This is an optimization exercise on Yosys and OpenROAD, whose aim is small area, a short achievable clock period and few clock cycles per item, not a production implementation. Function was not checked in any run shown here: the RTL went through the layout flow alone. Power and IR drop assume default switching activity.

**flow/config.mk**
```make
export PLATFORM = sky130hd
export DESIGN_NAME = carry_select_adder
export DESIGN_NICKNAME = carry_select_adder
export VERILOG_FILES = /design/flow/design.v
export SDC_FILE = /design/flow/constraint.sdc
export NUM_CORES = 4
export LEC_CHECK = 0
export CAP_MARGIN = 20
export CORE_MARGIN = 2
export CORE_UTILIZATION = 40
export SLEW_MARGIN = 20
```
**flow/constraint.sdc**
```tcl
create_clock -name core_clock -period 3.5 [get_ports {clk}]
set_input_delay 0.7000 -clock core_clock [delete_from_list [all_inputs] [get_ports {clk}]]
set_output_delay 0.7000 -clock core_clock [all_outputs]
set_load 0.01 [all_outputs]
```
**flow/design.v**
```verilog
`timescale 1ns/1ns
`default_nettype none
module carry_select_adder #(
    parameter int WIDTH = 64
) (
    input  logic             clk,
    input  logic             arst_n,
    input  logic             in_valid,
    input  logic             cin,
    input  logic [WIDTH-1:0] a,
    input  logic [WIDTH-1:0] b,
    output logic             out_valid,
    output logic             cout,
    output logic [WIDTH-1:0] sum
);
    logic [63:0] p;
    logic [63:0] g0;
    logic [63:0] p0;
    logic [64:0] c;
    logic [63:0] s;
    assign p = a ^ b;
    assign g0 = {a[63:1] & b[63:1], (a[0] & b[0]) | (p[0] & cin)};
    assign p0 = {p[63:1], 1'b0};
    wire g_1_1 = g0[1] | (p0[1] & g0[0]);
    wire p_1_1 = p0[1] & p0[0];
    wire g_1_3 = g0[3] | (p0[3] & g0[2]);
    wire p_1_3 = p0[3] & p0[2];
    wire g_1_5 = g0[5] | (p0[5] & g0[4]);
    wire p_1_5 = p0[5] & p0[4];
    wire g_1_7 = g0[7] | (p0[7] & g0[6]);
    wire p_1_7 = p0[7] & p0[6];
    wire g_1_9 = g0[9] | (p0[9] & g0[8]);
    wire p_1_9 = p0[9] & p0[8];
    wire g_1_11 = g0[11] | (p0[11] & g0[10]);
    wire p_1_11 = p0[11] & p0[10];
    wire g_1_13 = g0[13] | (p0[13] & g0[12]);
    wire p_1_13 = p0[13] & p0[12];
    wire g_1_15 = g0[15] | (p0[15] & g0[14]);
    wire p_1_15 = p0[15] & p0[14];
    wire g_1_17 = g0[17] | (p0[17] & g0[16]);
    wire p_1_17 = p0[17] & p0[16];
    wire g_1_19 = g0[19] | (p0[19] & g0[18]);
    wire p_1_19 = p0[19] & p0[18];
    wire g_1_21 = g0[21] | (p0[21] & g0[20]);
    wire p_1_21 = p0[21] & p0[20];
    wire g_1_23 = g0[23] | (p0[23] & g0[22]);
    wire p_1_23 = p0[23] & p0[22];
    wire g_1_25 = g0[25] | (p0[25] & g0[24]);
    wire p_1_25 = p0[25] & p0[24];
    wire g_1_27 = g0[27] | (p0[27] & g0[26]);
    wire p_1_27 = p0[27] & p0[26];
    wire g_1_29 = g0[29] | (p0[29] & g0[28]);
    wire p_1_29 = p0[29] & p0[28];
    wire g_1_31 = g0[31] | (p0[31] & g0[30]);
    wire p_1_31 = p0[31] & p0[30];
    wire g_1_33 = g0[33] | (p0[33] & g0[32]);
    wire p_1_33 = p0[33] & p0[32];
    wire g_1_35 = g0[35] | (p0[35] & g0[34]);
    wire p_1_35 = p0[35] & p0[34];
    wire g_1_37 = g0[37] | (p0[37] & g0[36]);
    wire p_1_37 = p0[37] & p0[36];
    wire g_1_39 = g0[39] | (p0[39] & g0[38]);
    wire p_1_39 = p0[39] & p0[38];
    wire g_1_41 = g0[41] | (p0[41] & g0[40]);
    wire p_1_41 = p0[41] & p0[40];
    wire g_1_43 = g0[43] | (p0[43] & g0[42]);
    wire p_1_43 = p0[43] & p0[42];
    wire g_1_45 = g0[45] | (p0[45] & g0[44]);
    wire p_1_45 = p0[45] & p0[44];
    wire g_1_47 = g0[47] | (p0[47] & g0[46]);
    wire p_1_47 = p0[47] & p0[46];
    wire g_1_49 = g0[49] | (p0[49] & g0[48]);
    wire p_1_49 = p0[49] & p0[48];
    wire g_1_51 = g0[51] | (p0[51] & g0[50]);
    wire p_1_51 = p0[51] & p0[50];
    wire g_1_53 = g0[53] | (p0[53] & g0[52]);
    wire p_1_53 = p0[53] & p0[52];
    wire g_1_55 = g0[55] | (p0[55] & g0[54]);
    wire p_1_55 = p0[55] & p0[54];
    wire g_1_57 = g0[57] | (p0[57] & g0[56]);
    wire p_1_57 = p0[57] & p0[56];
    wire g_1_59 = g0[59] | (p0[59] & g0[58]);
    wire p_1_59 = p0[59] & p0[58];
    wire g_1_61 = g0[61] | (p0[61] & g0[60]);
    wire p_1_61 = p0[61] & p0[60];
    wire g_1_63 = g0[63] | (p0[63] & g0[62]);
    wire p_1_63 = p0[63] & p0[62];
    wire g_2_3 = g_1_3 | (p_1_3 & g_1_1);
    wire p_2_3 = p_1_3 & p_1_1;
    wire g_2_5 = g_1_5 | (p_1_5 & g_1_3);
    wire p_2_5 = p_1_5 & p_1_3;
    wire g_2_7 = g_1_7 | (p_1_7 & g_1_5);
    wire p_2_7 = p_1_7 & p_1_5;
    wire g_2_9 = g_1_9 | (p_1_9 & g_1_7);
    wire p_2_9 = p_1_9 & p_1_7;
    wire g_2_11 = g_1_11 | (p_1_11 & g_1_9);
    wire p_2_11 = p_1_11 & p_1_9;
    wire g_2_13 = g_1_13 | (p_1_13 & g_1_11);
    wire p_2_13 = p_1_13 & p_1_11;
    wire g_2_15 = g_1_15 | (p_1_15 & g_1_13);
    wire p_2_15 = p_1_15 & p_1_13;
    wire g_2_17 = g_1_17 | (p_1_17 & g_1_15);
    wire p_2_17 = p_1_17 & p_1_15;
    wire g_2_19 = g_1_19 | (p_1_19 & g_1_17);
    wire p_2_19 = p_1_19 & p_1_17;
    wire g_2_21 = g_1_21 | (p_1_21 & g_1_19);
    wire p_2_21 = p_1_21 & p_1_19;
    wire g_2_23 = g_1_23 | (p_1_23 & g_1_21);
    wire p_2_23 = p_1_23 & p_1_21;
    wire g_2_25 = g_1_25 | (p_1_25 & g_1_23);
    wire p_2_25 = p_1_25 & p_1_23;
    wire g_2_27 = g_1_27 | (p_1_27 & g_1_25);
    wire p_2_27 = p_1_27 & p_1_25;
    wire g_2_29 = g_1_29 | (p_1_29 & g_1_27);
    wire p_2_29 = p_1_29 & p_1_27;
    wire g_2_31 = g_1_31 | (p_1_31 & g_1_29);
    wire p_2_31 = p_1_31 & p_1_29;
    wire g_2_33 = g_1_33 | (p_1_33 & g_1_31);
    wire p_2_33 = p_1_33 & p_1_31;
    wire g_2_35 = g_1_35 | (p_1_35 & g_1_33);
    wire p_2_35 = p_1_35 & p_1_33;
    wire g_2_37 = g_1_37 | (p_1_37 & g_1_35);
    wire p_2_37 = p_1_37 & p_1_35;
    wire g_2_39 = g_1_39 | (p_1_39 & g_1_37);
    wire p_2_39 = p_1_39 & p_1_37;
    wire g_2_41 = g_1_41 | (p_1_41 & g_1_39);
    wire p_2_41 = p_1_41 & p_1_39;
    wire g_2_43 = g_1_43 | (p_1_43 & g_1_41);
    wire p_2_43 = p_1_43 & p_1_41;
    wire g_2_45 = g_1_45 | (p_1_45 & g_1_43);
    wire p_2_45 = p_1_45 & p_1_43;
    wire g_2_47 = g_1_47 | (p_1_47 & g_1_45);
    wire p_2_47 = p_1_47 & p_1_45;
    wire g_2_49 = g_1_49 | (p_1_49 & g_1_47);
    wire p_2_49 = p_1_49 & p_1_47;
    wire g_2_51 = g_1_51 | (p_1_51 & g_1_49);
    wire p_2_51 = p_1_51 & p_1_49;
    wire g_2_53 = g_1_53 | (p_1_53 & g_1_51);
    wire p_2_53 = p_1_53 & p_1_51;
    wire g_2_55 = g_1_55 | (p_1_55 & g_1_53);
    wire p_2_55 = p_1_55 & p_1_53;
    wire g_2_57 = g_1_57 | (p_1_57 & g_1_55);
    wire p_2_57 = p_1_57 & p_1_55;
    wire g_2_59 = g_1_59 | (p_1_59 & g_1_57);
    wire p_2_59 = p_1_59 & p_1_57;
    wire g_2_61 = g_1_61 | (p_1_61 & g_1_59);
    wire p_2_61 = p_1_61 & p_1_59;
    wire g_2_63 = g_1_63 | (p_1_63 & g_1_61);
    wire p_2_63 = p_1_63 & p_1_61;
    wire g_3_5 = g_2_5 | (p_2_5 & g_1_1);
    wire p_3_5 = p_2_5 & p_1_1;
    wire g_3_7 = g_2_7 | (p_2_7 & g_2_3);
    wire p_3_7 = p_2_7 & p_2_3;
    wire g_3_9 = g_2_9 | (p_2_9 & g_2_5);
    wire p_3_9 = p_2_9 & p_2_5;
    wire g_3_11 = g_2_11 | (p_2_11 & g_2_7);
    wire p_3_11 = p_2_11 & p_2_7;
    wire g_3_13 = g_2_13 | (p_2_13 & g_2_9);
    wire p_3_13 = p_2_13 & p_2_9;
    wire g_3_15 = g_2_15 | (p_2_15 & g_2_11);
    wire p_3_15 = p_2_15 & p_2_11;
    wire g_3_17 = g_2_17 | (p_2_17 & g_2_13);
    wire p_3_17 = p_2_17 & p_2_13;
    wire g_3_19 = g_2_19 | (p_2_19 & g_2_15);
    wire p_3_19 = p_2_19 & p_2_15;
    wire g_3_21 = g_2_21 | (p_2_21 & g_2_17);
    wire p_3_21 = p_2_21 & p_2_17;
    wire g_3_23 = g_2_23 | (p_2_23 & g_2_19);
    wire p_3_23 = p_2_23 & p_2_19;
    wire g_3_25 = g_2_25 | (p_2_25 & g_2_21);
    wire p_3_25 = p_2_25 & p_2_21;
    wire g_3_27 = g_2_27 | (p_2_27 & g_2_23);
    wire p_3_27 = p_2_27 & p_2_23;
    wire g_3_29 = g_2_29 | (p_2_29 & g_2_25);
    wire p_3_29 = p_2_29 & p_2_25;
    wire g_3_31 = g_2_31 | (p_2_31 & g_2_27);
    wire p_3_31 = p_2_31 & p_2_27;
    wire g_3_33 = g_2_33 | (p_2_33 & g_2_29);
    wire p_3_33 = p_2_33 & p_2_29;
    wire g_3_35 = g_2_35 | (p_2_35 & g_2_31);
    wire p_3_35 = p_2_35 & p_2_31;
    wire g_3_37 = g_2_37 | (p_2_37 & g_2_33);
    wire p_3_37 = p_2_37 & p_2_33;
    wire g_3_39 = g_2_39 | (p_2_39 & g_2_35);
    wire p_3_39 = p_2_39 & p_2_35;
    wire g_3_41 = g_2_41 | (p_2_41 & g_2_37);
    wire p_3_41 = p_2_41 & p_2_37;
    wire g_3_43 = g_2_43 | (p_2_43 & g_2_39);
    wire p_3_43 = p_2_43 & p_2_39;
    wire g_3_45 = g_2_45 | (p_2_45 & g_2_41);
    wire p_3_45 = p_2_45 & p_2_41;
    wire g_3_47 = g_2_47 | (p_2_47 & g_2_43);
    wire p_3_47 = p_2_47 & p_2_43;
    wire g_3_49 = g_2_49 | (p_2_49 & g_2_45);
    wire p_3_49 = p_2_49 & p_2_45;
    wire g_3_51 = g_2_51 | (p_2_51 & g_2_47);
    wire p_3_51 = p_2_51 & p_2_47;
    wire g_3_53 = g_2_53 | (p_2_53 & g_2_49);
    wire p_3_53 = p_2_53 & p_2_49;
    wire g_3_55 = g_2_55 | (p_2_55 & g_2_51);
    wire p_3_55 = p_2_55 & p_2_51;
    wire g_3_57 = g_2_57 | (p_2_57 & g_2_53);
    wire p_3_57 = p_2_57 & p_2_53;
    wire g_3_59 = g_2_59 | (p_2_59 & g_2_55);
    wire p_3_59 = p_2_59 & p_2_55;
    wire g_3_61 = g_2_61 | (p_2_61 & g_2_57);
    wire p_3_61 = p_2_61 & p_2_57;
    wire g_3_63 = g_2_63 | (p_2_63 & g_2_59);
    wire p_3_63 = p_2_63 & p_2_59;
    wire g_4_9 = g_3_9 | (p_3_9 & g_1_1);
    wire p_4_9 = p_3_9 & p_1_1;
    wire g_4_11 = g_3_11 | (p_3_11 & g_2_3);
    wire p_4_11 = p_3_11 & p_2_3;
    wire g_4_13 = g_3_13 | (p_3_13 & g_3_5);
    wire p_4_13 = p_3_13 & p_3_5;
    wire g_4_15 = g_3_15 | (p_3_15 & g_3_7);
    wire p_4_15 = p_3_15 & p_3_7;
    wire g_4_17 = g_3_17 | (p_3_17 & g_3_9);
    wire p_4_17 = p_3_17 & p_3_9;
    wire g_4_19 = g_3_19 | (p_3_19 & g_3_11);
    wire p_4_19 = p_3_19 & p_3_11;
    wire g_4_21 = g_3_21 | (p_3_21 & g_3_13);
    wire p_4_21 = p_3_21 & p_3_13;
    wire g_4_23 = g_3_23 | (p_3_23 & g_3_15);
    wire p_4_23 = p_3_23 & p_3_15;
    wire g_4_25 = g_3_25 | (p_3_25 & g_3_17);
    wire p_4_25 = p_3_25 & p_3_17;
    wire g_4_27 = g_3_27 | (p_3_27 & g_3_19);
    wire p_4_27 = p_3_27 & p_3_19;
    wire g_4_29 = g_3_29 | (p_3_29 & g_3_21);
    wire p_4_29 = p_3_29 & p_3_21;
    wire g_4_31 = g_3_31 | (p_3_31 & g_3_23);
    wire p_4_31 = p_3_31 & p_3_23;
    wire g_4_33 = g_3_33 | (p_3_33 & g_3_25);
    wire p_4_33 = p_3_33 & p_3_25;
    wire g_4_35 = g_3_35 | (p_3_35 & g_3_27);
    wire p_4_35 = p_3_35 & p_3_27;
    wire g_4_37 = g_3_37 | (p_3_37 & g_3_29);
    wire p_4_37 = p_3_37 & p_3_29;
    wire g_4_39 = g_3_39 | (p_3_39 & g_3_31);
    wire p_4_39 = p_3_39 & p_3_31;
    wire g_4_41 = g_3_41 | (p_3_41 & g_3_33);
    wire p_4_41 = p_3_41 & p_3_33;
    wire g_4_43 = g_3_43 | (p_3_43 & g_3_35);
    wire p_4_43 = p_3_43 & p_3_35;
    wire g_4_45 = g_3_45 | (p_3_45 & g_3_37);
    wire p_4_45 = p_3_45 & p_3_37;
    wire g_4_47 = g_3_47 | (p_3_47 & g_3_39);
    wire p_4_47 = p_3_47 & p_3_39;
    wire g_4_49 = g_3_49 | (p_3_49 & g_3_41);
    wire p_4_49 = p_3_49 & p_3_41;
    wire g_4_51 = g_3_51 | (p_3_51 & g_3_43);
    wire p_4_51 = p_3_51 & p_3_43;
    wire g_4_53 = g_3_53 | (p_3_53 & g_3_45);
    wire p_4_53 = p_3_53 & p_3_45;
    wire g_4_55 = g_3_55 | (p_3_55 & g_3_47);
    wire p_4_55 = p_3_55 & p_3_47;
    wire g_4_57 = g_3_57 | (p_3_57 & g_3_49);
    wire p_4_57 = p_3_57 & p_3_49;
    wire g_4_59 = g_3_59 | (p_3_59 & g_3_51);
    wire p_4_59 = p_3_59 & p_3_51;
    wire g_4_61 = g_3_61 | (p_3_61 & g_3_53);
    wire p_4_61 = p_3_61 & p_3_53;
    wire g_4_63 = g_3_63 | (p_3_63 & g_3_55);
    wire p_4_63 = p_3_63 & p_3_55;
    wire g_5_17 = g_4_17 | (p_4_17 & g_1_1);
    wire p_5_17 = p_4_17 & p_1_1;
    wire g_5_19 = g_4_19 | (p_4_19 & g_2_3);
    wire p_5_19 = p_4_19 & p_2_3;
    wire g_5_21 = g_4_21 | (p_4_21 & g_3_5);
    wire p_5_21 = p_4_21 & p_3_5;
    wire g_5_23 = g_4_23 | (p_4_23 & g_3_7);
    wire p_5_23 = p_4_23 & p_3_7;
    wire g_5_25 = g_4_25 | (p_4_25 & g_4_9);
    wire p_5_25 = p_4_25 & p_4_9;
    wire g_5_27 = g_4_27 | (p_4_27 & g_4_11);
    wire p_5_27 = p_4_27 & p_4_11;
    wire g_5_29 = g_4_29 | (p_4_29 & g_4_13);
    wire p_5_29 = p_4_29 & p_4_13;
    wire g_5_31 = g_4_31 | (p_4_31 & g_4_15);
    wire p_5_31 = p_4_31 & p_4_15;
    wire g_5_33 = g_4_33 | (p_4_33 & g_4_17);
    wire p_5_33 = p_4_33 & p_4_17;
    wire g_5_35 = g_4_35 | (p_4_35 & g_4_19);
    wire p_5_35 = p_4_35 & p_4_19;
    wire g_5_37 = g_4_37 | (p_4_37 & g_4_21);
    wire p_5_37 = p_4_37 & p_4_21;
    wire g_5_39 = g_4_39 | (p_4_39 & g_4_23);
    wire p_5_39 = p_4_39 & p_4_23;
    wire g_5_41 = g_4_41 | (p_4_41 & g_4_25);
    wire p_5_41 = p_4_41 & p_4_25;
    wire g_5_43 = g_4_43 | (p_4_43 & g_4_27);
    wire p_5_43 = p_4_43 & p_4_27;
    wire g_5_45 = g_4_45 | (p_4_45 & g_4_29);
    wire p_5_45 = p_4_45 & p_4_29;
    wire g_5_47 = g_4_47 | (p_4_47 & g_4_31);
    wire p_5_47 = p_4_47 & p_4_31;
    wire g_5_49 = g_4_49 | (p_4_49 & g_4_33);
    wire p_5_49 = p_4_49 & p_4_33;
    wire g_5_51 = g_4_51 | (p_4_51 & g_4_35);
    wire p_5_51 = p_4_51 & p_4_35;
    wire g_5_53 = g_4_53 | (p_4_53 & g_4_37);
    wire p_5_53 = p_4_53 & p_4_37;
    wire g_5_55 = g_4_55 | (p_4_55 & g_4_39);
    wire p_5_55 = p_4_55 & p_4_39;
    wire g_5_57 = g_4_57 | (p_4_57 & g_4_41);
    wire p_5_57 = p_4_57 & p_4_41;
    wire g_5_59 = g_4_59 | (p_4_59 & g_4_43);
    wire p_5_59 = p_4_59 & p_4_43;
    wire g_5_61 = g_4_61 | (p_4_61 & g_4_45);
    wire p_5_61 = p_4_61 & p_4_45;
    wire g_5_63 = g_4_63 | (p_4_63 & g_4_47);
    wire p_5_63 = p_4_63 & p_4_47;
    wire g_6_33 = g_5_33 | (p_5_33 & g_1_1);
    wire p_6_33 = p_5_33 & p_1_1;
    wire g_6_35 = g_5_35 | (p_5_35 & g_2_3);
    wire p_6_35 = p_5_35 & p_2_3;
    wire g_6_37 = g_5_37 | (p_5_37 & g_3_5);
    wire p_6_37 = p_5_37 & p_3_5;
    wire g_6_39 = g_5_39 | (p_5_39 & g_3_7);
    wire p_6_39 = p_5_39 & p_3_7;
    wire g_6_41 = g_5_41 | (p_5_41 & g_4_9);
    wire p_6_41 = p_5_41 & p_4_9;
    wire g_6_43 = g_5_43 | (p_5_43 & g_4_11);
    wire p_6_43 = p_5_43 & p_4_11;
    wire g_6_45 = g_5_45 | (p_5_45 & g_4_13);
    wire p_6_45 = p_5_45 & p_4_13;
    wire g_6_47 = g_5_47 | (p_5_47 & g_4_15);
    wire p_6_47 = p_5_47 & p_4_15;
    wire g_6_49 = g_5_49 | (p_5_49 & g_5_17);
    wire p_6_49 = p_5_49 & p_5_17;
    wire g_6_51 = g_5_51 | (p_5_51 & g_5_19);
    wire p_6_51 = p_5_51 & p_5_19;
    wire g_6_53 = g_5_53 | (p_5_53 & g_5_21);
    wire p_6_53 = p_5_53 & p_5_21;
    wire g_6_55 = g_5_55 | (p_5_55 & g_5_23);
    wire p_6_55 = p_5_55 & p_5_23;
    wire g_6_57 = g_5_57 | (p_5_57 & g_5_25);
    wire p_6_57 = p_5_57 & p_5_25;
    wire g_6_59 = g_5_59 | (p_5_59 & g_5_27);
    wire p_6_59 = p_5_59 & p_5_27;
    wire g_6_61 = g_5_61 | (p_5_61 & g_5_29);
    wire p_6_61 = p_5_61 & p_5_29;
    wire g_6_63 = g_5_63 | (p_5_63 & g_5_31);
    wire p_6_63 = p_5_63 & p_5_31;
    wire g_7_2 = g0[2] | (p0[2] & g_1_1);
    wire p_7_2 = p0[2] & p_1_1;
    wire g_7_4 = g0[4] | (p0[4] & g_2_3);
    wire p_7_4 = p0[4] & p_2_3;
    wire g_7_6 = g0[6] | (p0[6] & g_3_5);
    wire p_7_6 = p0[6] & p_3_5;
    wire g_7_8 = g0[8] | (p0[8] & g_3_7);
    wire p_7_8 = p0[8] & p_3_7;
    wire g_7_10 = g0[10] | (p0[10] & g_4_9);
    wire p_7_10 = p0[10] & p_4_9;
    wire g_7_12 = g0[12] | (p0[12] & g_4_11);
    wire p_7_12 = p0[12] & p_4_11;
    wire g_7_14 = g0[14] | (p0[14] & g_4_13);
    wire p_7_14 = p0[14] & p_4_13;
    wire g_7_16 = g0[16] | (p0[16] & g_4_15);
    wire p_7_16 = p0[16] & p_4_15;
    wire g_7_18 = g0[18] | (p0[18] & g_5_17);
    wire p_7_18 = p0[18] & p_5_17;
    wire g_7_20 = g0[20] | (p0[20] & g_5_19);
    wire p_7_20 = p0[20] & p_5_19;
    wire g_7_22 = g0[22] | (p0[22] & g_5_21);
    wire p_7_22 = p0[22] & p_5_21;
    wire g_7_24 = g0[24] | (p0[24] & g_5_23);
    wire p_7_24 = p0[24] & p_5_23;
    wire g_7_26 = g0[26] | (p0[26] & g_5_25);
    wire p_7_26 = p0[26] & p_5_25;
    wire g_7_28 = g0[28] | (p0[28] & g_5_27);
    wire p_7_28 = p0[28] & p_5_27;
    wire g_7_30 = g0[30] | (p0[30] & g_5_29);
    wire p_7_30 = p0[30] & p_5_29;
    wire g_7_32 = g0[32] | (p0[32] & g_5_31);
    wire p_7_32 = p0[32] & p_5_31;
    wire g_7_34 = g0[34] | (p0[34] & g_6_33);
    wire p_7_34 = p0[34] & p_6_33;
    wire g_7_36 = g0[36] | (p0[36] & g_6_35);
    wire p_7_36 = p0[36] & p_6_35;
    wire g_7_38 = g0[38] | (p0[38] & g_6_37);
    wire p_7_38 = p0[38] & p_6_37;
    wire g_7_40 = g0[40] | (p0[40] & g_6_39);
    wire p_7_40 = p0[40] & p_6_39;
    wire g_7_42 = g0[42] | (p0[42] & g_6_41);
    wire p_7_42 = p0[42] & p_6_41;
    wire g_7_44 = g0[44] | (p0[44] & g_6_43);
    wire p_7_44 = p0[44] & p_6_43;
    wire g_7_46 = g0[46] | (p0[46] & g_6_45);
    wire p_7_46 = p0[46] & p_6_45;
    wire g_7_48 = g0[48] | (p0[48] & g_6_47);
    wire p_7_48 = p0[48] & p_6_47;
    wire g_7_50 = g0[50] | (p0[50] & g_6_49);
    wire p_7_50 = p0[50] & p_6_49;
    wire g_7_52 = g0[52] | (p0[52] & g_6_51);
    wire p_7_52 = p0[52] & p_6_51;
    wire g_7_54 = g0[54] | (p0[54] & g_6_53);
    wire p_7_54 = p0[54] & p_6_53;
    wire g_7_56 = g0[56] | (p0[56] & g_6_55);
    wire p_7_56 = p0[56] & p_6_55;
    wire g_7_58 = g0[58] | (p0[58] & g_6_57);
    wire p_7_58 = p0[58] & p_6_57;
    wire g_7_60 = g0[60] | (p0[60] & g_6_59);
    wire p_7_60 = p0[60] & p_6_59;
    wire g_7_62 = g0[62] | (p0[62] & g_6_61);
    wire p_7_62 = p0[62] & p_6_61;
    assign c[0] = cin;
    assign c[1] = g0[0];
    assign c[2] = g_1_1;
    assign c[3] = g_7_2;
    assign c[4] = g_2_3;
    assign c[5] = g_7_4;
    assign c[6] = g_3_5;
    assign c[7] = g_7_6;
    assign c[8] = g_3_7;
    assign c[9] = g_7_8;
    assign c[10] = g_4_9;
    assign c[11] = g_7_10;
    assign c[12] = g_4_11;
    assign c[13] = g_7_12;
    assign c[14] = g_4_13;
    assign c[15] = g_7_14;
    assign c[16] = g_4_15;
    assign c[17] = g_7_16;
    assign c[18] = g_5_17;
    assign c[19] = g_7_18;
    assign c[20] = g_5_19;
    assign c[21] = g_7_20;
    assign c[22] = g_5_21;
    assign c[23] = g_7_22;
    assign c[24] = g_5_23;
    assign c[25] = g_7_24;
    assign c[26] = g_5_25;
    assign c[27] = g_7_26;
    assign c[28] = g_5_27;
    assign c[29] = g_7_28;
    assign c[30] = g_5_29;
    assign c[31] = g_7_30;
    assign c[32] = g_5_31;
    assign c[33] = g_7_32;
    assign c[34] = g_6_33;
    assign c[35] = g_7_34;
    assign c[36] = g_6_35;
    assign c[37] = g_7_36;
    assign c[38] = g_6_37;
    assign c[39] = g_7_38;
    assign c[40] = g_6_39;
    assign c[41] = g_7_40;
    assign c[42] = g_6_41;
    assign c[43] = g_7_42;
    assign c[44] = g_6_43;
    assign c[45] = g_7_44;
    assign c[46] = g_6_45;
    assign c[47] = g_7_46;
    assign c[48] = g_6_47;
    assign c[49] = g_7_48;
    assign c[50] = g_6_49;
    assign c[51] = g_7_50;
    assign c[52] = g_6_51;
    assign c[53] = g_7_52;
    assign c[54] = g_6_53;
    assign c[55] = g_7_54;
    assign c[56] = g_6_55;
    assign c[57] = g_7_56;
    assign c[58] = g_6_57;
    assign c[59] = g_7_58;
    assign c[60] = g_6_59;
    assign c[61] = g_7_60;
    assign c[62] = g_6_61;
    assign c[63] = g_7_62;
    assign c[64] = g_6_63;
    assign s = p ^ c[63:0];
    always_ff @(posedge clk or negedge arst_n)
    begin
        if (!arst_n)
        begin
            out_valid <= 1'b0;
        end
        else
        begin
            out_valid <= in_valid;
        end
    end
    always_ff @(posedge clk)
    begin
        {cout, sum} <= {c[64], s};
    end
endmodule
`default_nettype wire
```
**flow/flow/run.sh**
```bash
#!/bin/bash
# Standard layout, but the port buffers are plain buf cells instead of the
# delay buffer buffer_ports picks by itself.
set -euo pipefail
cd "$(dirname "$0")/.."
export BUFFER_PORTS_ARGS="-buffer_cell ${PORT_BUF:-sky130_fd_sc_hd__buf_2}"
bash standard.sh > standard_flow.log 2>&1
```
**flow/standard.sh**
```bash
#!/bin/bash
# synth_recipe.tcl (not shown) runs the flow's synth.tcl, then flattens the netlist and writes it again
# the make line also repeats each setting of config.mk as NAME=value (left out here)
make -C /OpenROAD-flow-scripts/flow DESIGN_CONFIG=/design/flow/config.mk WORK_HOME=/design/flow/orfs CLKGATE_MAP_FILE= SYNTH_SCRIPT=/design/flow/synth_recipe.tcl "${@:-finish}"
```
==> flow_summary.json, run 1 <==
{
  "crit_family": "adder cells",
  "htree_levels": 3,
  "cpPeakStageDelay_ps": 520,
  "core_sq_um": 10700,
  "ys_seq_area_share_pct": 30.5,
  "dp_hpwl_um": 9320,
  "wl_um": 10700,
  "rows": 38,
  "port_buffers": 197,
  "yosysWarnings": 1,
  "grt_pass1_wl_um": 17400,
  "syn_to_final_growth_pct": 38.8,
  "synth_fp_nets": 657,
  "yosysTopAreaCell": "dfxtp_1",
  "routed_via_density": 4.75,
  "cp_max_fo": 3,
  "cp.required_ps": 3750,
  "critPathKind": "in2reg",
  "mostFrequentLayoutCell": "buf_2",
  "synth-seq-cells": 66,
  "final_cell_mix": "197 x buf_2, 65 x dfxtp_1, 62 x ha_1",
  "crit_chain": "buf_2 > inv_8 > fa_2 > fa_2 > nand2b_4 > a21o_1 > a31o_1 > o21ai_2 > a31oi_4 > nor4_4 > nor2_2 > o41a_1 > fa_2 > inv_1",
  "finalMaxSlewViolations": 0,
  "grt_pass1_vias": 4106,
  "powerDensity_nw_per_um2": 412,
  "io_pins": 198,
  "initial_utilization_pct": 40.6,
  "fin_crit_ps": 3410,
  "drt_iter0_markers": 44,
  "clock-sinks": 66,
  "nNetsFinal": 901,
  "synthAdderAreaFrac_pct": 33.1,
  "tightest_slew_ps": 495,
  "drt_pre_antenna_iters": 4,
  "synth_top_family_by_area": "adder cells",
  "cts.clk_slew.worst_paths_ps": 70,
  "start_kind": "input pin",
  "ctsHoldBuffers": 0,
  "fmax_mhz": 293,
  "num_vias": 3898,
  "drc": 0,
  "path_buf_inv": 3,
  "slew-limit-headroom_pct": 66.6,
  "synth-edff-count": 0,
  "ys_top_cells_by_area": "dfxtp_1 30%, ha_1 18%, fa_1 15%",
  "hold_violations": 0,
  "wire_per_inst_um": 13.0,
  "yosys.area_share.xor_xnor_pct": 6.25,
  "gp_congestion": 0.796,
  "irDropWorstVdd_uv": 190,
  "status": "no timing/DRC/antenna violations",
  "grt_antenna_before_repair": 2,
  "synth_top_area_share_pct": 30.0,
  "fin_crit_sh_pct": 97.4,
  "die_x_um": 108,
  "synth_compound_area_share_pct": 17.0,
  "cpMostUsedCell": "fa_2",
  "die_area_sq_um": 11700,
  "cap_violations": 0,
  "async_flop_share_pct": 1.52,
  "multi_input_area_sq_um": 2830,
  "hold_slack_ps": 117,
  "synth_simple_gate_area_share_pct": 7.66,
  "synth_flop_cell": "dfxtp_1",
  "setup_viol": 0,
  "arrival_ps": 3660,
  "ff_latch_area_sq_um": 1330,
  "cp_slowest_cell": "fa_2",
  "synthCells": 430,
  "cts_buffer_depth": 2,
  "final_util_pct": 56.4,
  "cts-root-buf": "clkbuf_8",
  "yosysUniqueCellTypes": 48,
  "p_leak_uw": 0.00314,
  "synth.area.mux_share_pct": 0,
  "drive_above_1_share_pct": 39.9,
  "postRouteAntennaNets": 0,
  "cts_made_buffers": 9,
  "hold_class": "in2async",
  "grt_overflow": 0,
  "grt_max_degree": 12,
  "rsz0062_at_grt": "no",
  "synth_area_per_cell_sq_um": 10.1,
  "crit_path_end_kind": "register",
  "fillers": 1001,
  "die_h_um": 108,
  "cts_tree": "built",
  "grt_usage_pct": 18.8,
  "synthesis.area_sq_um": 4340
}
-- cells in the mapped netlist, types with 2 or more instances --
master / n
o211ai_1: 7
nand4_1: 5
a21oi_1: 35
nand2b_1: 3
a31oi_1: 5
nor3_1: 4
a21o_1: 9
ha_1: 62
xor2_1: 15
nand2_1: 30
o21a_1: 7
fa_1: 33
o21ai_0: 14
dfxtp_1: 65
and4_1: 3
o21bai_1: 4
xnor2_1: 16
a211oi_1: 4
o31ai_1: 2
nand3_1: 6
nor2_1: 11
nor2b_1: 2
inv_1: 63
-- state kept, by name (all words and copies together), names as in the netlist --
signal and flops:
cout 1, sum 64, out_valid 1
-- cells by family after synthesis --
logic type	Yosys count
AO/OA/AOI/OAI	105
XOR/XNOR	31
adder cells (fa/ha/maj)	95
buffers and inverters	64
flip-flops	66
AND/OR/NAND/NOR	69
-- stage by stage --
step / cells / TNS [ps] / power, uW / instance area [sq um] / worst slack, ps
2_1_floorplan: 430 / -42.0 / 1470 / 4380 / -42.0
3_3_place_gp: 802 / -1940 / 1870 / 5800 / -227
3_5_place_dp: 802 / -3180 / 1880 / 5800 / -314
4_1_cts: 818 / 0 / 2510 / 5990 / 60.9
5_1_grt: 820 / 0 / 2670 / 6030 / 2.07
6_report: 820 / 0 / 2490 / 6030 / 90.8
-- repair_timing --
item / in CTS / in global routing
hold endpoints to repair: 0 / 0
setup buffers: 0 / 1
resized for setup: 0 / 6
setup endpoints to repair: 0 / 4
-- power breakdown --
part / internal, uW / switching (uW) / total [uW]
Sequential: 921 / 38.6 / 960
Combinational: 425 / 481 / 906
Clock: 313 / 307 / 620
Total: 1660 / 827 / 2490
-- metal layers --
layer  wire, um  vias up  global-route usage, %
li1           -     1967                      -
met1       4330     1776                   21.2
met2       5040      134                   32.3
met3       1060       19                   6.45
met4        231        2                   7.97
met5         11        -                      0
-- worst max path at each step --
stage	depth (start not counted)	slack (ps)	endpoint	start
floorplan	13	-40	sum[54]	a[0]
global placement	13	-230	sum[32]	a[0]
detailed placement	13	-310	sum[32]	a[0]
CTS	13	60	sum[32]	a[0]
global route	14	2	sum[54]	a[0]
finish	14	90	sum[54]	a[0]
-- area by class of cell --
cell class	instances	share of cell area, %
Multi-Input combinational cell	300	47.0
Inverter	64	4.11
Tap cell	140	2.91
Antenna cell	1	0.0415
Clock inverter	4	0.415
Clock buffer	12	2.74
Sequential cell	66	22.0
Timing Repair Buffer	233	20.8
==> run 2, diff against run 1 <==
--- a/flow/flow/run.sh
+++ b/flow/flow/run.sh
@@ -5,3 +5,4 @@
 cd "$(dirname "$0")/.."
 export BUFFER_PORTS_ARGS="-buffer_cell ${PORT_BUF:-sky130_fd_sc_hd__buf_2}"
+export ADDER_MAP_FILE=
 bash standard.sh > standard_flow.log 2>&1
==> run 2 against run 1 <==
Against the previous run: flip-flop and latch count is the same; worst hold slack lost 10 ps; setup slack gained 360 ps; final area shrank 2.3%; routed wire length grew 12%; critical endpoint is now sum[59].
==> flow_summary.json, run 2 <==
{
  "irDropWorstVdd_uv": 210,
  "cpPeakStageDelay_ps": 490,
  "cts-root-buf": "clkbuf_8",
  "grt_use_met2_pct": 33.9,
  "cap_violations": 0,
  "seqPwrFrac_pct": 36.5,
  "hold_class": "in2async",
  "io_pins": 198,
  "cp_max_fo": 5,
  "postRouteAntennaNets": 0,
  "synth_top_area_share_pct": 29.6,
  "cp.required_ps": 3740,
  "stdcell_area_sq_um": 5890,
  "drive_above_1_share_pct": 32.5,
  "cts_made_buffers": 9,
  "gp_congestion": 0.850,
  "mostFrequentLayoutCell": "buf_2",
  "ys_top_cells_by_area": "dfxtp_1 30%, xnor2_1 22%, maj3_1 11%",
  "met1_usage_pct": 25.3,
  "diodes": 0,
  "port_buffers": 197,
  "synth_commonest_cells": "109 x xnor2_1, 65 x dfxtp_1, 49 x maj3_1",
  "critPathKind": "in2reg",
  "slew-limit-headroom_pct": 66.1,
  "die_h_um": 109,
  "routed_via_density": 5.11,
  "yosysUniqueCellTypes": 55,
  "synth-edff-count": 0,
  "grt_pass1_wl_um": 19100,
  "crit_family": "compound AO/OA/AOI/OAI gates",
  "nNetsFinal": 857,
  "largest_register_ffs": 64,
  "yosysWarnings": 1,
  "grt_max_degree": 11,
  "clock-sinks": 66,
  "hold_violations": 0,
  "htree_levels": 3,
  "fmax_mhz": 327,
  "cts_tree": "built",
  "fin_crit_ps": 3050,
  "crit_path_end_kind": "register",
  "synth_flop_cell": "dfxtp_1",
  "status": "no timing/DRC/antenna violations",
  "die_area_sq_um": 11900,
  "cts.clk_slew.worst_paths_ps": 70,
  "place_area_sq_um": 5670,
  "ctsHoldBuffers": 0,
  "synth_most_common_cell": "xnor2_1",
  "path_depth": 11,
  "top_usage_layer": "met2",
  "synth_fp_nets": 635,
  "power_switching_uw": 863,
  "tightest_slew_ps": 503,
  "p_leak_uw": 0.00243,
  "path_buf_inv": 1,
  "num_vias": 4447,
  "rows": 38,
  "clkPwrFrac_pct": 27.5,
  "finalMaxSlewViolations": 0,
  "wl_um": 11900,
  "arrival_ps": 3300,
  "cts_resized": 0,
  "ys_seq_area_share_pct": 30.1,
  "yosysTopAreaCell": "dfxtp_1",
  "start_kind": "input pin",
  "die_x_um": 109,
  "dp_hpwl_um": 9920,
  "initial_utilization_pct": 40.8,
  "synthCells": 503,
  "drc": 0,
  "grt_antenna_before_repair": 0,
  "syn_to_final_growth_pct": 33.8,
  "powerDensity_nw_per_um2": 447,
  "postCtsSetupRepairBufs": 0,
  "final_util_pct": 54.6,
  "fin_crit_sh_pct": 87.3,
  "drt_iter0_markers": 151,
  "crit_chain": "buf_2 > xnor2_1 > nor4_1 > o311ai_0 > o211ai_1 > a21o_1 > o21a_4 > a21o_1 > a311o_1 > maj3_2 > xnor2_1",
  "drt_pre_antenna_iters": 4,
  "setup_tns_ps": 0,
  "p_int_uw": 1770,
  "async_flop_share_pct": 1.52,
  "pwr-share-comb_pct": 36.0,
  "synth_area_per_cell_sq_um": 8.75,
  "synth-seq-cells": 66,
  "switching_share_pct": 32.8,
  "met3_usage_pct": 4.42,
  "grt_usage_pct": 20.4,
  "cts_buffer_depth": 2,
  "synthesis.area_sq_um": 4400,
  "setup_viol": 0,
  "wire_per_inst_um": 13.7,
  "grt_pass1_vias": 4246,
  "rsz0062_at_grt": "no",
  "final_cell_mix": "197 x buf_2, 109 x xnor2_1, 65 x dfxtp_1",
  "crit_path_start": "a[17]",
  "cp_slowest_cell": "o311ai_0",
  "worstSetupEndpoint": "sum[59]",
  "core_sq_um": 10800,
  "grt_overflow": 0
}
-- run 2: cell types whose count changed after synthesis, moves of 5 or more --
cell     before  now
inv_1        63    9
o21a_1        7    0
ha_1         62    0
maj3_1        0   49
and2_1        1    8
xnor2_1      16  109
o22ai_1       0    5
or2_2         0    5
fa_1         33    0
nor4_1        1   14
nor2_1       11   46
a31oi_1       5   26
-- run 2: kinds of logic (layout without fill, tap and decap cells) --
family          count (synthesis)  in the layout  share of synthesized area, %
xor+xnor                      127            127                          25.3
fa+ha+maj                      52             52                          11.9
simple gates                  128            128                          14.1
flops                          66             66                          30.1
compound gates                120            120                          17.8
buf+inv                        10            237                         0.853
-- run 2: layout make-up --
type | instances | area [sq um]
timing repair buffer | 212 | 1100
clock buffer | 15 | 186
clock inverter | 1 | 30.0
multi-input combinational | 427 | 3040
inverter | 9 | 33.8
tap | 140 | 175
fill | 1037 | 4900
sequential | 66 | 1330
-- run 2: worst min-delay path by stage --
| stage | start | to | slack, ps | cells past startpoint |
|---|---|---|---|---|
| final | arst_n | out_valid | 110 | 1 |
| after floorplan | arst_n | out_valid | 400 | 0 |
| after detailed placement | arst_n | out_valid | 480 | 1 |
| after global routing | arst_n | out_valid | 90 | 1 |
| after CTS | arst_n | out_valid | 80 | 1 |
| after global placement | arst_n | out_valid | 470 | 1 |
-- run 2: layer usage --
metal	vias to the layer above	share of wire, %
met5	-	0
met3	19	6.9
met1	2011	44
li1	2270	-
met4	0	2.5
met2	147	47
-- run 2: power by group through the flow --
stage	sequential (uW)	combinational [uW]	clock [uW]
floorplan	1070	448	0
global placement	975	939	0
detailed placement	977	948	0
CTS	962	953	746
global route	975	1050	774
finish	961	947	722
-- run 2: per-stage QoR --
step	power, uW	std cells	worst slack (ps)	hold slack [ps]
detailed placement	1930	854	71.9	478
global placement	1910	854	126	474
global route	2800	870	226	88.5
CTS	2660	870	457	84.9
floorplan	1520	503	387	404
finish	2630	870	446	107
==> run 3, diff against run 2 <==
--- a/flow/config.mk
+++ b/flow/config.mk
@@ -6,4 +6,5 @@
 export NUM_CORES = 4
 export LEC_CHECK = 0
+export ABC_AREA = 1
 export CAP_MARGIN = 20
 export CORE_MARGIN = 2
==> run 3 against run 2 <==
Against the previous run: combinational power is 5.3% higher; critical path type unchanged; clock power is 29% higher; sequential power is 2.8% lower; synthesized cell count is 110% higher; sequential share of layout area is 4.7 points lower; via count is 38% higher; non-clock buffer count is 15 lower; first-iteration DRC count is 70% higher; routed wire length is 26% higher; highest routed layer unchanged; critical path depth is 2 higher.
==> flow_summary.json, run 3 <==
{
  "postCtsSetupRepairBufs": 0,
  "grt_pass1_vias": 5762,
  "wl_um": 15000,
  "gp_congestion": 0.895,
  "routed_via_density": 4.23,
  "io_pins": 198,
  "die_x_um": 126,
  "stdcell_area_sq_um": 7430,
  "die_h_um": 126,
  "p_int_uw": 1880,
  "async_flop_share_pct": 1.52,
  "crit_family": "simple AND/OR/NAND/NOR gates",
  "irDropWorstVdd_uv": 249,
  "drc": 0,
  "cts.clk_slew.worst_paths_ps": 50,
  "postRouteAntennaNets": 0,
  "cap_violations": 0,
  "fmax_mhz": 473,
  "start_kind": "input pin",
  "hold_violations": 0,
  "synthesis.area_sq_um": 5910,
  "fin_crit_ps": 2110,
  "yosysUniqueCellTypes": 24,
  "seqPwrFrac_pct": 32.6,
  "pwr-share-comb_pct": 34.8,
  "mostFrequentLayoutCell": "nand2_1",
  "core_sq_um": 14500,
  "grt_overflow": 0,
  "diodes": 0,
  "synth-seq-cells": 66,
  "fin_cells": 1445,
  "grt_antenna_before_repair": 0,
  "syn_to_final_growth_pct": 25.8,
  "dp_hpwl_um": 13200,
  "htree_levels": 3,
  "ys_seq_area_share_pct": 22.4,
  "final_cell_mix": "424 x nand2_1, 212 x inv_1, 197 x buf_2",
  "ctsHoldBuffers": 0,
  "cp.required_ps": 3730,
  "grt_max_degree": 11,
  "fillers": 1594,
  "cts_made_buffers": 9,
  "synth_area_per_cell_sq_um": 5.63,
  "met1_usage_pct": 26.1,
  "top_usage_layer": "met2",
  "yosysWarnings": 1,
  "crit_path_end_kind": "register",
  "drive_above_1_share_pct": 28.8,
  "synth-edff-count": 0,
  "synth_fp_nets": 1181,
  "wire_per_inst_um": 10.4,
  "fin_crit_sh_pct": 60.4,
  "multi_input_area_sq_um": 3670,
  "finalMaxSlewViolations": 0,
  "post-place-cells": 1430,
  "status": "no timing/DRC/antenna violations",
  "switching_share_pct": 34.2,
  "rows": 44,
  "setup_viol": 0,
  "ff_latch_area_sq_um": 1330,
  "synth_top_area_share_pct": 26.9,
  "synth_commonest_cells": "424 x nand2_1, 212 x inv_1, 72 x nor2_1",
  "tightest_slew_ps": 379,
  "met3_usage_pct": 4.58,
  "yosysTopAreaCell": "nand2_1",
  "cpPeakStageDelay_ps": 280,
  "path_buf_inv": 1,
  "drt_pre_antenna_iters": 4,
  "ys_top_cells_by_area": "nand2_1 27%, dfxtp_1 22%, inv_1 13%",
  "place_area_sq_um": 7120,
  "rsz0062_at_grt": "no",
  "critPathKind": "in2reg",
  "synth_most_common_cell": "nand2_1",
  "largest_register_ffs": 64,
  "die_area_sq_um": 15800,
  "cts_resized": 0,
  "hold_class": "in2async",
  "cts_buffer_depth": 2,
  "cts_tree": "built",
  "nNetsFinal": 1389,
  "port_buffers": 197,
  "clkPwrFrac_pct": 32.5,
  "cts-root-buf": "clkbuf_16",
  "cp_slowest_cell": "nor2_1",
  "cp_max_fo": 4,
  "p_leak_uw": 0.00481,
  "slew-limit-headroom_pct": 74.6,
  "crit_chain": "buf_2 > nand2_1 > nand2_1 > nor2_1 > nand2_1 > nor2_1 > nand2_1 > nor2_1 > nand2_1 > nand2_1 > nand2_1 > nand3_1 > nand2_1",
  "setup_tns_ps": 0,
  "clock-sinks": 66,
  "grt_pass1_wl_um": 25300,
  "grt_use_met2_pct": 31.9,
  "num_vias": 6115,
  "synthCells": 1049,
  "arrival_ps": 2350,
  "drt_iter0_markers": 257,
  "initial_utilization_pct": 40.8,
  "grt_usage_pct": 19.7,
  "synth_flop_cell": "dfxtp_1",
  "power_switching_uw": 979,
  "powerDensity_nw_per_um2": 385,
  "cpMostUsedCell": "nand2_1"
}
[run 3: cell types whose count changed after synthesis, moves of 26 or more]
cell     before  now
nand2_2       0   54
nand2_1      28  424
a31oi_1      26    0
xnor2_1     109   15
maj3_1       49    0
inv_1         9  212
nor2_1       46   72
inv_2         0   31
[run 3: per-layer routing]
layer | vias to the layer above | part of all wire, %
met3 | 16 | 6.5
met4 | 0 | 1.8
li1 | 3419 | -
met1 | 2535 | 49
met2 | 145 | 43
met5 | - | 0
[run 3: cell families (layout without fill, tap and decap cells)]
logic type | Yosys count | after routing | synth area share, %
flip-flops | 66 | 66 | 22.4
AO/OA/AOI/OAI | 45 | 45 | 4.07
XOR/XNOR | 55 | 55 | 8.41
buffers and inverters | 243 | 455 | 15.4
AND/OR/NAND/NOR | 640 | 640 | 49.6
[run 3: path summary, 6_finish.rpt]
kind | to | start | slack (ps) | cells past startpoint
setup / recovery | sum[59] | a[32] | 1390 | 13
hold / removal | out_valid | arst_n | 130 | 1
max in group asynchronous | out_valid | arst_n | 3290 | 1
min in group core_clock | out_valid | in_valid | 480 | 1
[run 3: stage by stage]
step           util [%]  total power [uW]  setup slack (ps)  hold WS (ps)
2_1_floorplan         -              1590              1560           404
3_5_place_dp       49.2              1950              1070           476
5_1_grt            51.3              3070              1180           111
6_report           51.3              2860              1390           127
4_1_cts            51.3              2900              1420           112
3_3_place_gp       49.2              1950              1090           476
[run 3: power by group through the flow]
stage | combinational (uW) | clock, uW | sequential (uW)
floorplan | 561 | 0 | 1030
global route | 1120 | 997 | 948
finish | 997 | 931 | 934
detailed placement | 1000 | 0 | 949
global placement | 997 | 0 | 952
CTS | 1010 | 958 | 936
[run 3: area by class of cell]
class	instances	share of cell area [%]
tap	184	3.10
inverter	243	12.3
clock inverter	2	0.472
sequential	66	17.9
multi-input combinational	740	49.4
timing repair buffer	197	13.3
clock buffer	13	3.64

==> static timing again, ports no longer ideal <==
The flow's constraints put no driver on any port. The routed layouts listed below were extracted and timed again, unchanged, in two steps.
Step 1 (the two cells are an assumption about what drives the block):
set clk [get_ports {clk}]
set_driving_cell -lib_cell sky130_fd_sc_hd__clkbuf_16 $clk
set_driving_cell -lib_cell sky130_fd_sc_hd__buf_2 [delete_from_list [all_inputs] $clk]
Step 2 adds t to the input delays and takes it off the output delays; t is the mean of the earliest and latest rising clock arrival at the registers after step 1. Input paths then give back, and output paths get back, about the clock's delay inside the block.
a / b / c = ideal / step 1 / step 2; a / b = the first two.
| run | t, ns | slack for setup (ns) | worst setup path at the end | clock arrival spread, ns | pins driven straight from the clock port |
|---|---|---|---|---|---|
| run 1 | 0.375 | 0.091 / 0.093 / -0.282 | input to register | 0.010 / 0.010 | 1 |
| run 2 | 0.393 | 0.446 / 0.461 / 0.068 | input to register | 0.010 / 0.010 | 1 |
| run 3 | 0.377 | 1.386 / 1.406 / 1.029 | input to register | 0.008 / 0.008 | 1 |
Met with ideal ports but missed after step 2: setup timing in run 1. The setup slack of run 2, which loses most, moves by +0.015 ns with the drivers and by -0.378 ns with both steps.
